This is an optimization exercise on Yosys and OpenROAD, whose aim is small area, a short achievable clock period and few clock cycles per item, not a production implementation. Function was checked by simulation only, so behaviour that the tests miss may differ from the original. Power is estimated from default activity; no workload was simulated.

==> inputs of run X <==
// rda_top
module rda_top (
	input  logic        clk,
	input  logic        rst,
	input  logic [63:0] req_a,
	input  logic [63:0] req_b,
	input  logic        req_cin,
	input  logic        req_valid,
	output logic        req_credit,
	output logic [64:0] rsp_sum,
	output logic        rsp_valid,
	input  logic        rsp_credit
);
==> module rda_out_mux, before the edit <==
module rda_out_mux #(
	parameter int N = 7
) (
	input  logic [N-1:0] sel,
	input  logic [65*(N-1)-1:0] src,
	input  logic [64:0] hold,
	output logic [64:0] d
);
	always_comb begin
		d = sel[N-1] ? hold : '0;
		for (int k = 0; k < N - 1; k++)
			d = d | ({65{sel[k]}} & src[65*k +: 65]);
	end
endmodule
==> flow/config.mk <==
export PLATFORM = sky130hd
export DESIGN_NAME = rda_top
export DESIGN_NICKNAME = rda_top
export VERILOG_FILES = /design/flow/design.v
export SDC_FILE = /design/flow/constraint.sdc
export NUM_CORES = 4
export LEC_CHECK = 0
export CAP_MARGIN = 20
export CORE_MARGIN = 2
export CORE_UTILIZATION = 40
export CTS_CLUSTER_DIAMETER = 80
export CTS_CLUSTER_SIZE = 30
export SETUP_SLACK_MARGIN = 1.75
export SLEW_MARGIN = 20
export SYNTH_HIERARCHICAL = 1
==> flow/constraint.sdc <==
create_clock -name core_clock -period 3.6 [get_ports {clk}]
set_input_delay 0.7200 -clock core_clock [delete_from_list [all_inputs] [get_ports {clk}]]
set_output_delay 0.7200 -clock core_clock [all_outputs]
set_load 0.01 [all_outputs]
standard.sh (not shown) runs the stock make flow with config.mk's settings and CLKGATE_MAP_FILE= SYNTH_SCRIPT=/design/flow/synth_recipe.tcl, a recipe that flattens the netlist after the stock synthesis.
==> flow/flow/run.sh <==
#!/bin/bash
# Layout flow: the standard synthesis and ORFS flow, with the port buffers
# made from plain buffers (buf_2, resized later by timing repair) instead of the
# delay cells buffer_ports picks by default.
set -euo pipefail
cd "$(dirname "$0")/.."
bash standard.sh synth > synth.log 2>&1
bash standard.sh "BUFFER_PORTS_ARGS=-buffer_cell sky130_fd_sc_hd__buf_2" finish > layout.log 2>&1
test -f out/final.def
==> inputs of run A, as changes to run X <==
--- a/flow/design.v
+++ b/flow/design.v
@@ -1643,10 +1643,20 @@
 	output logic [64:0] d
 );
-	always_comb begin
-		d = sel[N-1] ? hold : '0;
-		for (int k = 0; k < N - 1; k++)
-			d = d | ({65{sel[k]}} & src[65*k +: 65]);
+	for (genvar i = 0; i < 65; i++) begin : g_bit
+		logic t0, t1, t2;
+		rda_g_aoi222 u_t0 (.a0(sel[0]), .a1(src[i]), .b0(sel[1]), .b1(src[65 + i]),
+			.c0(sel[2]), .c1(src[130 + i]), .y(t0));
+		rda_g_aoi222 u_t1 (.a0(sel[3]), .a1(src[195 + i]), .b0(sel[4]), .b1(src[260 + i]),
+			.c0(sel[5]), .c1(src[325 + i]), .y(t1));
+		rda_g_nand2 u_t2 (.a(sel[6]), .b(hold[i]), .y(t2));
+		rda_g_nand3 u_d (.a(t0), .b(t1), .c(t2), .y(d[i]));
 	end
 endmodule
+module rda_g_aoi222 (input logic a0, a1, b0, b1, c0, c1, output logic y);
+	assign y = ~((a0 & a1) | (b0 & b1) | (c0 & c1));
+endmodule
+module rda_g_nand3 (input logic a, b, c, output logic y);
+	assign y = ~(a & b & c);
+endmodule
 `timescale 1ns/1ps
 module rda_top (
==> flow/flow/run.sh (replaced) <==
#!/bin/bash
# Layout flow: the standard synthesis and ORFS flow, with the port buffers
# made from plain buffers (buf_1, resized later by timing repair) instead of the
# delay cells buffer_ports picks by default.
set -euo pipefail
cd "$(dirname "$0")/.."
bash standard.sh synth > synth.log 2>&1
bash standard.sh "BUFFER_PORTS_ARGS=-buffer_cell sky130_fd_sc_hd__buf_1" finish > layout.log 2>&1
test -f out/final.def
Settings changed: TNS_END_PERCENT set to 30.
==> inputs of run Y, as changes to run X <==
--- a/flow/design.v
+++ b/flow/design.v
@@ -1643,10 +1643,20 @@
 	output logic [64:0] d
 );
-	always_comb begin
-		d = sel[N-1] ? hold : '0;
-		for (int k = 0; k < N - 1; k++)
-			d = d | ({65{sel[k]}} & src[65*k +: 65]);
+	for (genvar i = 0; i < 65; i++) begin : g_bit
+		logic t0, t1, t2;
+		rda_g_aoi222 u_t0 (.a0(sel[0]), .a1(src[i]), .b0(sel[1]), .b1(src[65 + i]),
+			.c0(sel[2]), .c1(src[130 + i]), .y(t0));
+		rda_g_aoi222 u_t1 (.a0(sel[3]), .a1(src[195 + i]), .b0(sel[4]), .b1(src[260 + i]),
+			.c0(sel[5]), .c1(src[325 + i]), .y(t1));
+		rda_g_nand2 u_t2 (.a(sel[6]), .b(hold[i]), .y(t2));
+		rda_g_nand3 u_d (.a(t0), .b(t1), .c(t2), .y(d[i]));
 	end
 endmodule
+module rda_g_aoi222 (input logic a0, a1, b0, b1, c0, c1, output logic y);
+	assign y = ~((a0 & a1) | (b0 & b1) | (c0 & c1));
+endmodule
+module rda_g_nand3 (input logic a, b, c, output logic y);
+	assign y = ~(a & b & c);
+endmodule
 `timescale 1ns/1ps
 module rda_top (
==> flow/flow/run.sh (replaced) <==
#!/bin/bash
# Layout flow: the standard synthesis and ORFS flow, with the port buffers
# made from plain buffers (buf_1, resized later by timing repair) instead of the
# delay cells buffer_ports picks by default.
set -euo pipefail
cd "$(dirname "$0")/.."
bash standard.sh synth > synth.log 2>&1
bash standard.sh "BUFFER_PORTS_ARGS=-buffer_cell sky130_fd_sc_hd__buf_1" finish > layout.log 2>&1
test -f out/final.def
Settings changed: CTS_CLUSTER_DIAMETER 80 to 60.
==> inputs of run C, as changes to run X <==
--- a/flow/design.v
+++ b/flow/design.v
@@ -1643,10 +1643,20 @@
 	output logic [64:0] d
 );
-	always_comb begin
-		d = sel[N-1] ? hold : '0;
-		for (int k = 0; k < N - 1; k++)
-			d = d | ({65{sel[k]}} & src[65*k +: 65]);
+	for (genvar i = 0; i < 65; i++) begin : g_bit
+		logic t0, t1, t2;
+		rda_g_aoi222 u_t0 (.a0(sel[0]), .a1(src[i]), .b0(sel[1]), .b1(src[65 + i]),
+			.c0(sel[2]), .c1(src[130 + i]), .y(t0));
+		rda_g_aoi222 u_t1 (.a0(sel[3]), .a1(src[195 + i]), .b0(sel[4]), .b1(src[260 + i]),
+			.c0(sel[5]), .c1(src[325 + i]), .y(t1));
+		rda_g_nand2 u_t2 (.a(sel[6]), .b(hold[i]), .y(t2));
+		rda_g_nand3 u_d (.a(t0), .b(t1), .c(t2), .y(d[i]));
 	end
 endmodule
+module rda_g_aoi222 (input logic a0, a1, b0, b1, c0, c1, output logic y);
+	assign y = ~((a0 & a1) | (b0 & b1) | (c0 & c1));
+endmodule
+module rda_g_nand3 (input logic a, b, c, output logic y);
+	assign y = ~(a & b & c);
+endmodule
 `timescale 1ns/1ps
 module rda_top (
==> flow/flow/run.sh (replaced) <==
#!/bin/bash
# Layout flow: the standard synthesis and ORFS flow, with the port buffers
# made from plain buffers (buf_1, resized later by timing repair) instead of the
# delay cells buffer_ports picks by default.
set -euo pipefail
cd "$(dirname "$0")/.."
bash standard.sh synth > synth.log 2>&1
bash standard.sh "BUFFER_PORTS_ARGS=-buffer_cell sky130_fd_sc_hd__buf_1" finish > layout.log 2>&1
test -f out/final.def
Settings changed: TNS_END_PERCENT set to 10.
==> qor summary <==
metric                                                            run C     run A     run Y     run X
Run status                                     timing/DRC/antenna clean  timing/DRC/antenna clean  timing/DRC/antenna clean  timing/DRC/antenna clean
Worst hold path stage count                                           2         2         2         4
Initial antenna violation count                                       1         0         1         0
Area of combinational cells with multiple inputs               7390 µm²  7390 µm²  7460 µm²  7570 µm²
Met3 WL                                                         2.91 mm   2.91 mm   3.33 mm   2.86 mm
Clock-pin transition on the worst setup and hold timing paths   0.11 ns   0.11 ns   0.09 ns   0.11 ns
Placed cells                                                       2872      2870      2870      2869
Pin slew with the least headroom to its limit                   1.06 ns   1.03 ns   1.13 ns   1.09 ns
Number of instances in the synthesized netlist                     1916      1916      1916      1965
Synthesized net count                                              2053      2053      2053      2102
Non-clk bufs                                                        237       232       241       239
Highest ir drop seen on vdd                                    0.398 mV  0.346 mV  0.341 mV  0.329 mV
Post-layout instance count excluding filler cells                  2929      2921      2952      2942
P_seq                                                           8.66 mW   8.61 mW   8.75 mW   8.90 mW
Testbench counts of run X, summed over its fixed seeds: cycles 16,024, items 16,000.
Testbench counts of run A, summed over its fixed seeds: cycles 16,024, items 16,000.
Testbench counts of run Y, summed over its fixed seeds: cycles 16,024, items 16,000.
Testbench counts of run C, summed over its fixed seeds: cycles 16,024, items 16,000.

[static timing again, ports no longer ideal]
The results above use ideal ports. As a check the final layouts listed here were re-extracted and re-timed, cells and wires unchanged.
Step 1 assumes that a clkbuf_16 drives the clock port and a buf_2 every other input.
Step 2 also shifts input and output timing later by t, the mid clock arrival at the registers, as if the neighbouring blocks saw the same clock.
a / b / c = ideal ports / drivers / drivers and shift; a / b = the first two.
| run | shift t [ns] | setup slack, ns | slew at the worst register clock pin (ns) | cell pins on the clock port's net |
|---|---|---|---|---|
| run X | 0.639 | 1.784 / 1.731 / 1.295 | 0.11 / 0.11 | 1 |
| run A | 0.627 | 1.671 / 1.615 / 1.177 | 0.11 / 0.11 | 1 |
| run Y | 0.624 | 1.786 / 1.728 / 1.254 | 0.10 / 0.10 | 1 |
| run C | 0.647 | 1.678 / 1.620 / 1.153 | 0.11 / 0.11 | 1 |
After both steps every run listed still meets setup and hold. The setup slack of run Y, which loses most, moves by -0.058 ns with the drivers and by -0.532 ns with both steps.
